Context: an optimization exercise on an open-source flow, tuned for small area, a short achievable clock period and few clock cycles. The choices shown serve that exercise and are no tape-out recipe.
Where RTL was checked, it was by simulation tests only, not by an equivalence proof against the original.

==> v37: inputs <==
==> flow/design.v (excerpt) <==
module smdv_top (
  input  logic        clk_i,
  input  logic        rst_ni,
  input  logic        start_i,
  input  logic [17:0] in_i,
  output logic        busy_o,
  output logic        out_valid_o,
  output logic [55:0] out_o
);
  localparam int D  = 39;
  localparam int L  = 31;    
  function automatic logic [10:0] dstep(input logic [9:0] rem, input logic b,
                                        input logic [10:0] dv);
    logic [10:0] t;
    logic [11:0] df;
    t  = {rem, b};
    df = {1'b0, t} - {1'b0, dv};
    dstep = df[11] ? {1'b0, t[9:0]} : {1'b1, df[9:0]};
  endfunction
  logic        busy_q;
  logic        c_vld_q;
  logic [1:0]  c_mode_q;
  logic [15:0] c_val_q;
  logic [5:0]  hd_q, pos_q, dl_q, sw_q, od_q;
  logic        zq_q;
  logic [6:0]  rb_q;
  logic [10:0] n_q, n1_q;
  logic        drop_q;
  logic        a_vld_q, b_vld_q;
  logic [15:0] a_v_q;
  logic        acc, full, al, c_push, c_rpt, c_clr, c_spr, pc, wrap;
  logic        push_add, push_drop, rpt_go, c_done, c_stall;
  logic        c_vld_d, busy_d, al_d, n10_d;
  logic [1:0]  c_mode_d;
  assign acc       = start_i & ~busy_q;
  assign full      = n_q[10];
  assign c_push    = c_vld_q & (c_mode_q == 2'd0);
  assign c_rpt     = c_vld_q & (c_mode_q == 2'd1);
  assign c_clr     = c_vld_q & (c_mode_q == 2'd2);
  assign c_spr     = c_vld_q & (c_mode_q == 2'd3);
  assign al        = (dl_q == 6'd2);
  assign push_add  = c_push & ~full & al;
  assign push_drop = c_push & full;
  assign pc        = push_add | push_drop;
  assign wrap      = push_add & (pos_q == 6'd38);
  assign rpt_go    = c_rpt & (sw_q == 6'd0) & (hd_q == 6'd38) & ~a_vld_q;
  assign c_done    = pc | rpt_go | c_clr | c_spr;
  assign c_stall   = c_vld_q & ~c_done;
  assign c_vld_d  = acc | c_stall;
  assign c_mode_d = acc ? in_i[17:16] : c_mode_q;
  assign al_d     = c_clr | (pc ? (dl_q == 6'd2) : (dl_q == 6'd3));
  assign n10_d    = ~c_clr & (wrap ? n1_q[10] : n_q[10]);
  assign busy_d   = rpt_go | (rb_q > 7'd1)
                  | (c_vld_d & (c_mode_d == 2'd1))
                  | (c_vld_d & (c_mode_d == 2'd0) & ~n10_d & ~al_d);
  always_ff @(posedge clk_i or negedge rst_ni) begin
    if (!rst_ni) begin
      busy_q   <= 1'b0;
      c_vld_q  <= 1'b0;
  ...
Settings: LEC_CHECK=0, CAP_MARGIN=20, CORE_MARGIN=2, CORE_UTILIZATION=40, CTS_CLUSTER_DIAMETER=100, CTS_CLUSTER_SIZE=24, SLEW_MARGIN=20, SYNTH_HIERARCHICAL=1; clock period 10.0 ns.
standard.sh (not shown) runs the stock make flow with config.mk's settings and CLKGATE_MAP_FILE= SYNTH_SCRIPT=/design/flow/synth_recipe.tcl, a recipe that flattens the netlist after the stock synthesis.
==> flow/flow/run.sh <==
#!/bin/bash
cp standard.sh standard_sh.log 2>/dev/null
export SETUP_SLACK_MARGIN=6.25
bash standard.sh > standard.log 2>&1
==> inputs of v4, as changes to v37 <==
--- a/flow/design.v
+++ b/flow/design.v
@@ -118,16 +118,15 @@
   assign sqt = {pa_q[0], 20'd0} + {{4{pa_q[1][11]}}, pa_q[1], 16'd0}
              + {{7{pa_q[2][11]}}, pa_q[2], 13'd0} + {{11{pa_q[3][11]}}, pa_q[3], 9'd0}
              + {16'd0, pa_q[4], 4'd0} + {20'd0, pa_q[5]};
   assign a_sq = sqt[30:0];
   logic signed [25:0] s1r [D];
-  logic [39:0]        s2r [D];    
+  logic [40:0]        s2r [D];
   logic [25:0] s1_in;
-  logic [39:0] s2_in;
+  logic [40:0] s2_in;
   assign s1_in = (zq_q ? 26'd0 : s1r[0]) + (b_vld_q ? {{10{a_v_q[15]}}, a_v_q} : 26'd0);
-  assign s2_in = (zq_q ? 40'd0 : s2r[0]) + (b_vld_q ? {10'd0, a_sq_q[30:1]} : 40'd0)
-               + {39'd0, b_vld_q & ~zq_q & s1r[0][0] & a_v_q[0]};
+  assign s2_in = (zq_q ? 41'd0 : s2r[0]) + (b_vld_q ? {10'd0, a_sq_q} : 41'd0);
   always_ff @(posedge clk_i) begin
     for (int i = 0; i < D - 1; i++) begin
       s1r[i] <= s1r[i+1];
       s2r[i] <= s2r[i+1];
     end
@@ -213,11 +212,11 @@
   end
   logic signed [41:0] yy;
   logic [31:0] yq_q [PV:PF];
   logic [9:0]  vr_q [PV:PF];
   logic        yn_q [PV:PF];
-  assign yy = {1'b0, s2r[D-PY], s1r[D-PY][0]} - {{14{z_q[26]}}, z_q, 1'b0};
+  assign yy = {1'b0, s2r[D-PY]} - {{14{z_q[26]}}, z_q, 1'b0};
   always_ff @(posedge clk_i) begin
     yq_q[PV]  <= yy[31:0];
     vr_q[PV]  <= yy[41:32];
     yn_q[PV]  <= yy[41];
     m_q[PV]   <= m_q[PY];
==> flow/flow/run.sh (replaced) <==
#!/bin/bash
cp standard.sh standard_sh.log 2>/dev/null
export SETUP_SLACK_MARGIN=6.1
bash standard.sh > standard.log 2>&1
--- a/flow/config.mk
+++ b/flow/config.mk
@@ -5,10 +5,10 @@
 export SDC_FILE = /design/flow/constraint.sdc
 export NUM_CORES = 4
 export LEC_CHECK = 0
 export CAP_MARGIN = 20
 export CORE_MARGIN = 2
-export CORE_UTILIZATION = 40
+export CORE_UTILIZATION = 55
 export CTS_CLUSTER_DIAMETER = 100
 export CTS_CLUSTER_SIZE = 24
 export SLEW_MARGIN = 20
 export SYNTH_HIERARCHICAL = 1
==> inputs of v38, as changes to v37 <==
--- a/flow/design.v
+++ b/flow/design.v
@@ -118,16 +118,15 @@
   assign sqt = {pa_q[0], 20'd0} + {{4{pa_q[1][11]}}, pa_q[1], 16'd0}
              + {{7{pa_q[2][11]}}, pa_q[2], 13'd0} + {{11{pa_q[3][11]}}, pa_q[3], 9'd0}
              + {16'd0, pa_q[4], 4'd0} + {20'd0, pa_q[5]};
   assign a_sq = sqt[30:0];
   logic signed [25:0] s1r [D];
-  logic [39:0]        s2r [D];    
+  logic [40:0]        s2r [D];
   logic [25:0] s1_in;
-  logic [39:0] s2_in;
+  logic [40:0] s2_in;
   assign s1_in = (zq_q ? 26'd0 : s1r[0]) + (b_vld_q ? {{10{a_v_q[15]}}, a_v_q} : 26'd0);
-  assign s2_in = (zq_q ? 40'd0 : s2r[0]) + (b_vld_q ? {10'd0, a_sq_q[30:1]} : 40'd0)
-               + {39'd0, b_vld_q & ~zq_q & s1r[0][0] & a_v_q[0]};
+  assign s2_in = (zq_q ? 41'd0 : s2r[0]) + (b_vld_q ? {10'd0, a_sq_q} : 41'd0);
   always_ff @(posedge clk_i) begin
     for (int i = 0; i < D - 1; i++) begin
       s1r[i] <= s1r[i+1];
       s2r[i] <= s2r[i+1];
     end
@@ -213,11 +212,11 @@
   end
   logic signed [41:0] yy;
   logic [31:0] yq_q [PV:PF];
   logic [9:0]  vr_q [PV:PF];
   logic        yn_q [PV:PF];
-  assign yy = {1'b0, s2r[D-PY], s1r[D-PY][0]} - {{14{z_q[26]}}, z_q, 1'b0};
+  assign yy = {1'b0, s2r[D-PY]} - {{14{z_q[26]}}, z_q, 1'b0};
   always_ff @(posedge clk_i) begin
     yq_q[PV]  <= yy[31:0];
     vr_q[PV]  <= yy[41:32];
     yn_q[PV]  <= yy[41];
     m_q[PV]   <= m_q[PY];
==> flow/flow/run.sh (replaced) <==
#!/bin/bash
cp standard.sh standard_sh.log 2>/dev/null
export SETUP_SLACK_MARGIN=6.3
bash standard.sh > standard.log 2>&1
--- a/flow/config.mk
+++ b/flow/config.mk
@@ -7,8 +7,8 @@
 export LEC_CHECK = 0
 export CAP_MARGIN = 20
 export CORE_MARGIN = 2
 export CORE_UTILIZATION = 40
 export CTS_CLUSTER_DIAMETER = 100
-export CTS_CLUSTER_SIZE = 24
+export CTS_CLUSTER_SIZE = 28
 export SLEW_MARGIN = 20
 export SYNTH_HIERARCHICAL = 1
==> inputs of v24, as changes to v37 <==
--- a/flow/design.v
+++ b/flow/design.v
@@ -23,12 +23,11 @@
   endfunction
   logic        busy_q;
   logic        c_vld_q;
   logic [1:0]  c_mode_q;
   logic [15:0] c_val_q;
-  logic [5:0]  hd_q, pos_q, dl_q, sw_q, od_q;
-  logic        zq_q;
+  logic [5:0]  hd_q, pos_q, dl_q, sw_q, rt_q, od_q;
   logic [6:0]  rb_q;
   logic [10:0] n_q, n1_q;
   logic        drop_q;
   logic        a_vld_q, b_vld_q;
   logic [15:0] a_v_q;
@@ -64,12 +63,12 @@
       c_mode_q <= 2'd0;
       hd_q     <= 6'd36;
       pos_q    <= 6'd0;
       dl_q     <= 6'd3;
       sw_q     <= 6'd39;
-      zq_q     <= 1'b1;
       rb_q     <= 7'd0;
+      rt_q     <= 6'd0;
       n_q      <= 11'd0;
       n1_q     <= 11'd1;
       drop_q   <= 1'b0;
       a_vld_q  <= 1'b0;
       b_vld_q  <= 1'b0;
@@ -81,12 +80,12 @@
       if (c_clr)   pos_q <= 6'd0;
       else if (pc) pos_q <= (pos_q == 6'd38) ? 6'd0 : pos_q + 6'd1;
       if (c_clr)    dl_q <= 6'd2;
       else if (!pc) dl_q <= (dl_q == 6'd0) ? 6'd38 : dl_q - 6'd1;
       sw_q     <= c_clr ? 6'd39 : (sw_q != 6'd0) ? sw_q - 6'd1 : 6'd0;
-      zq_q     <= c_clr | (sw_q > 6'd1);
       rb_q     <= rpt_go ? 7'(L + 38) : (rb_q != 7'd0) ? rb_q - 7'd1 : 7'd0;
+      rt_q     <= rpt_go ? 6'd39 : (rt_q != 6'd0) ? rt_q - 6'd1 : 6'd0;
       if (c_clr)     n_q <= 11'd0;
       else if (wrap) n_q <= n1_q;
       n1_q     <= n_q + 11'd1;
       drop_q   <= ~c_clr & (push_drop | drop_q);
       a_vld_q  <= push_add;
@@ -118,16 +117,17 @@
   assign sqt = {pa_q[0], 20'd0} + {{4{pa_q[1][11]}}, pa_q[1], 16'd0}
              + {{7{pa_q[2][11]}}, pa_q[2], 13'd0} + {{11{pa_q[3][11]}}, pa_q[3], 9'd0}
              + {16'd0, pa_q[4], 4'd0} + {20'd0, pa_q[5]};
   assign a_sq = sqt[30:0];
   logic signed [25:0] s1r [D];
-  logic [39:0]        s2r [D];    
+  logic [40:0]        s2r [D];
+  logic               zero;
+  assign zero = (sw_q != 6'd0);
   logic [25:0] s1_in;
-  logic [39:0] s2_in;
-  assign s1_in = (zq_q ? 26'd0 : s1r[0]) + (b_vld_q ? {{10{a_v_q[15]}}, a_v_q} : 26'd0);
-  assign s2_in = (zq_q ? 40'd0 : s2r[0]) + (b_vld_q ? {10'd0, a_sq_q[30:1]} : 40'd0)
-               + {39'd0, b_vld_q & ~zq_q & s1r[0][0] & a_v_q[0]};
+  logic [40:0] s2_in;
+  assign s1_in = (zero ? 26'd0 : s1r[0]) + (b_vld_q ? {{10{a_v_q[15]}}, a_v_q} : 26'd0);
+  assign s2_in = (zero ? 41'd0 : s2r[0]) + (b_vld_q ? {10'd0, a_sq_q} : 41'd0);
   always_ff @(posedge clk_i) begin
     for (int i = 0; i < D - 1; i++) begin
       s1r[i] <= s1r[i+1];
       s2r[i] <= s2r[i+1];
     end
@@ -137,10 +137,15 @@
   localparam int PZ = 9;           
   localparam int PY = 11;          
   localparam int PV = 12;          
   localparam int NV = 16;          
   localparam int PF = PV + NV;     
+  logic [L:1] pv_q;
+  always_ff @(posedge clk_i or negedge rst_ni) begin
+    if (!rst_ni) pv_q <= '0;
+    else         pv_q <= {pv_q[L-1:1], (rt_q != 6'd0)};
+  end
   localparam int NC = 8;
   logic [10:0] nc_q [0:NC-1];
   always_ff @(posedge clk_i) begin
     nc_q[0] <= n_q;
     for (int i = 1; i < NC; i++) nc_q[i] <= nc_q[i-1];
@@ -188,24 +193,24 @@
   logic signed [26:0] z_q;
   logic signed [16:0] m_q [PZ2:PF-2];
   logic [9:0]         r_q [PZ2:PF-2];
   logic [20:0]        z0, z1, z2;
   assign mz = {~mq_q[PZ][16], mq_q[PZ][15:0]};
-  smdv_mulz #(.WB(4)) u_z0 (.a_i(mz), .b_i(mr_q[PZ][3:0]), .p_o(z0));
-  smdv_mulz #(.WB(3)) u_z1 (.a_i(mz), .b_i(mr_q[PZ][6:4]), .p_o(z1));
-  smdv_mulz #(.WB(3)) u_z2 (.a_i(mz), .b_i(mr_q[PZ][9:7]), .p_o(z2));
+  assign z0 = 21'(signed'({mz[16], mz}) * signed'({1'b0, mr_q[PZ][3:0]}));
+  assign z1 = 21'(signed'({mz[16], mz}) * signed'({1'b0, mr_q[PZ][6:4]}));
+  assign z2 = 21'(signed'({mz[16], mz}) * signed'({1'b0, mr_q[PZ][9:7]}));
   always_ff @(posedge clk_i) begin
     z0_q       <= z0;
     z1_q       <= z1;
     z2_q       <= z2;
     m_q[PZ2]   <= mz;
     r_q[PZ2]   <= mr_q[PZ];
     unf_q[PZ2] <= unf_q[PZ];
     ovf_q[PZ2] <= ovf_q[PZ];
   end
   logic [26:0] zs;
-  smdv_zsum u_zsum (.z0_i(z0_q), .z1_i(z1_q), .z2_i(z2_q), .z_o(zs));
+  assign zs = {{6{z0_q[20]}}, z0_q} + {{2{z1_q[20]}}, z1_q, 4'd0} + {z2_q[19:0], 7'd0};
   always_ff @(posedge clk_i) begin
     z_q       <= zs;
     m_q[PY]   <= m_q[PZ2];
     r_q[PY]   <= r_q[PZ2];
     unf_q[PY] <= unf_q[PZ2];
@@ -213,11 +218,11 @@
   end
   logic signed [41:0] yy;
   logic [31:0] yq_q [PV:PF];
   logic [9:0]  vr_q [PV:PF];
   logic        yn_q [PV:PF];
-  assign yy = {1'b0, s2r[D-PY], s1r[D-PY][0]} - {{14{z_q[26]}}, z_q, 1'b0};
+  assign yy = {1'b0, s2r[D-PY]} - {{14{z_q[26]}}, z_q, 1'b0};
   always_ff @(posedge clk_i) begin
     yq_q[PV]  <= yy[31:0];
     vr_q[PV]  <= yy[41:32];
     yn_q[PV]  <= yy[41];
     m_q[PV]   <= m_q[PY];
@@ -318,11 +323,13 @@
     rsq_q[PF+1]  <= rsq_q[PF];
     zf_q[PF+1]   <= unf_q[PF] | ovf_q[PF] | yn_q[PF] | (n_q == 11'd0);
     mean_q[PF+1] <= mean_q[PF];
   end
   logic bb;
-  smdv_lt u_lt (.x0_i(nx0_q), .x1_i(nx1_q), .x2_i(nx2_q), .r_i(rsq_q[PF+1]), .lt_o(bb));
+  logic [21:0] nxs;
+  assign nxs = {7'd0, nx0_q} + {4'd0, nx1_q, 4'd0} + {1'b0, nx2_q, 7'd0};
+  assign bb  = nxs < {2'b0, rsq_q[PF+1]};
   always_ff @(posedge clk_i) begin
     bb_q         <= bb;
     dd_q[PF+2]   <= dd_q[PF+1];
     zf_q[PF+2]   <= zf_q[PF+1];
     mean_q[PF+2] <= mean_q[PF+1];
@@ -339,13 +346,13 @@
   always_ff @(posedge clk_i or negedge rst_ni) begin
     if (!rst_ni) begin
       ov_q <= 1'b0;
       od_q <= 6'd0;
     end else begin
-      ov_q <= (rb_q != 7'd0) & (rb_q <= 7'd39);
-      if (rpt_go)                            od_q <= 6'd0;
-      else if (rb_q != 7'd0 && rb_q <= 7'd39) od_q <= od_q + 6'd1;
+      ov_q <= pv_q[L-1];
+      if (rpt_go)          od_q <= 6'd0;
+      else if (pv_q[L-1])  od_q <= od_q + 6'd1;
     end
   end
   always_ff @(posedge clk_i) begin
     out_q <= {od_q, mean_q[PF+2], vres, empty, drop_q, (od_q == 6'd38)};
   end
@@ -372,33 +379,5 @@
   assign a = dstep(rem_i, bit_i[1], dv_i);
   assign b = dstep(a[9:0], bit_i[0], dv_i);
   assign rem_o = b[9:0];
   assign q_o   = {a[10], b[10]};
 endmodule
-module smdv_mulz #(
-  parameter int WB = 4
-) (
-  input  logic [16:0]   a_i,
-  input  logic [WB-1:0] b_i,
-  output logic [20:0]   p_o
-);
-  assign p_o = 21'(signed'({a_i[16], a_i}) * signed'({1'b0, b_i}));
-endmodule
-module smdv_zsum (
-  input  logic [20:0] z0_i,
-  input  logic [20:0] z1_i,
-  input  logic [20:0] z2_i,
-  output logic [26:0] z_o
-);
-  assign z_o = {{6{z0_i[20]}}, z0_i} + {{2{z1_i[20]}}, z1_i, 4'd0} + {z2_i[19:0], 7'd0};
-endmodule
-module smdv_lt (
-  input  logic [14:0] x0_i,
-  input  logic [13:0] x1_i,
-  input  logic [13:0] x2_i,
-  input  logic [19:0] r_i,
-  output logic        lt_o
-);
-  logic [21:0] x;
-  assign x    = {7'd0, x0_i} + {4'd0, x1_i, 4'd0} + {1'b0, x2_i, 7'd0};
-  assign lt_o = x < {2'b0, r_i};
-endmodule
==> flow/flow/run.sh (replaced) <==
#!/bin/bash
cp standard.sh standard_sh.log 2>/dev/null
export SETUP_SLACK_MARGIN=6.0
bash standard.sh > standard.log 2>&1
==> run summary <==
Final RePlAce weighted congestion: v24 0.829; v4 0.848; v37 0.831; v38 0.841
Proportion of cell area occupied by multi-input gates: v24 34.4%; v4 35.5%; v37 35.9%; v38 36.0%
Result of the run: v24 finished clean; v4 finished clean; v37 finished clean; v38 finished clean
Die Area: v24 413000 um^2; v4 303000 um^2; v37 412000 um^2; v38 415000 um^2
Share of the final layout cell area in sequential cells: v24 53.7%; v4 53.3%; v37 51.7%; v38 51.1%
Area of the core region: v24 406000 um^2; v4 297000 um^2; v37 406000 um^2; v38 409000 um^2
Number of standard cells after synthesis: v24 13500; v4 13700; v37 13600; v38 13700
Fraction of area in clock buffers and inverters: v24 3.65%; v4 3.56%; v37 3.37%; v38 3.23%
Share of cells above drive strength 1: v24 10.6%; v4 11.5%; v37 14.2%; v38 17.0%
Detailed Route Iter0 Violations: v24 4287; v4 4518; v37 4126; v38 4159
Antenna diode instance count: v24 14; v4 5; v37 10; v38 12
Worst hold slack: v24 309 ps; v4 267 ps; v37 305 ps; v38 279 ps
Buffers and inverters on the worst path: v24 2; v4 0; v37 3; v38 3
Stages on the worst setup path: v24 21; v4 14; v37 14; v38 16
Number of flip-flops under the largest register name: v24 1599; v4 1599; v37 1560; v38 1599
Clock-pin slew of the registers on the worst-case setup and hold paths: v24 90 ps; v4 90 ps; v37 100 ps; v38 110 ps
Fill cell count: v24 37300; v4 23800; v37 36900; v38 36600
#MultiIn Comb: v24 7214; v4 7347; v37 7341; v38 7348
Design Area, Final: v24 182000 um^2; v4 182000 um^2; v37 186000 um^2; v38 190000 um^2
Routed WL per cell: v24 14.8 um; v4 16.7 um; v37 14.9 um; v38 14.9 um
Post-route minimum period: v24 4080 ps; v4 3980 ps; v37 3740 ps; v38 3920 ps
Cell with the most instances on the worst path: v24 -; v4 -; v37 sky130_fd_sc_hd__fa_1; v38 sky130_fd_sc_hd__buf_4
Testbench counts of v37, summed over its fixed seeds: cycles 16,104.
Testbench counts of v4, summed over its fixed seeds: cycles 16,104.
Testbench counts of v38, summed over its fixed seeds: cycles 16,104.
The RTL of v24 was laid out without a check of its function.

## afterwards: timing with drivers on the ports
Ports are ideal in the flow. The routed layouts listed here were re-timed in OpenROAD. Step 1: set_driving_cell puts a clkbuf_16 on clk_i and a buf_2 on each other input, an assumption about the parent block. Step 2, shift: input delay + t, output delay - t, t = (earliest + latest rising clock arrival at the registers) / 2. This alone moves slack from input paths to output paths. a / b / c = ideal ports / drivers / drivers and shift; a / b = the first two.
run	t (ns)	setup WS [ns]	latest minus earliest clock arrival (ns)	worst data-port slew with drivers (ns)
v37	1.006	6.262 / 6.262 / 6.092	0.077 / 0.077	0.16
v4	1.020	6.019 / 6.019 / 6.019	0.098 / 0.098	0.17
v38	1.023	6.084 / 6.084 / 6.010	0.088 / 0.087	0.04
v24	1.009	5.924 / 5.924 / 5.752	0.084 / 0.084	0.03
After both steps setup and hold are still met in every run listed. The setup slack of v24, which loses most, moves by 0.000 ns with the drivers and by -0.172 ns with both steps.
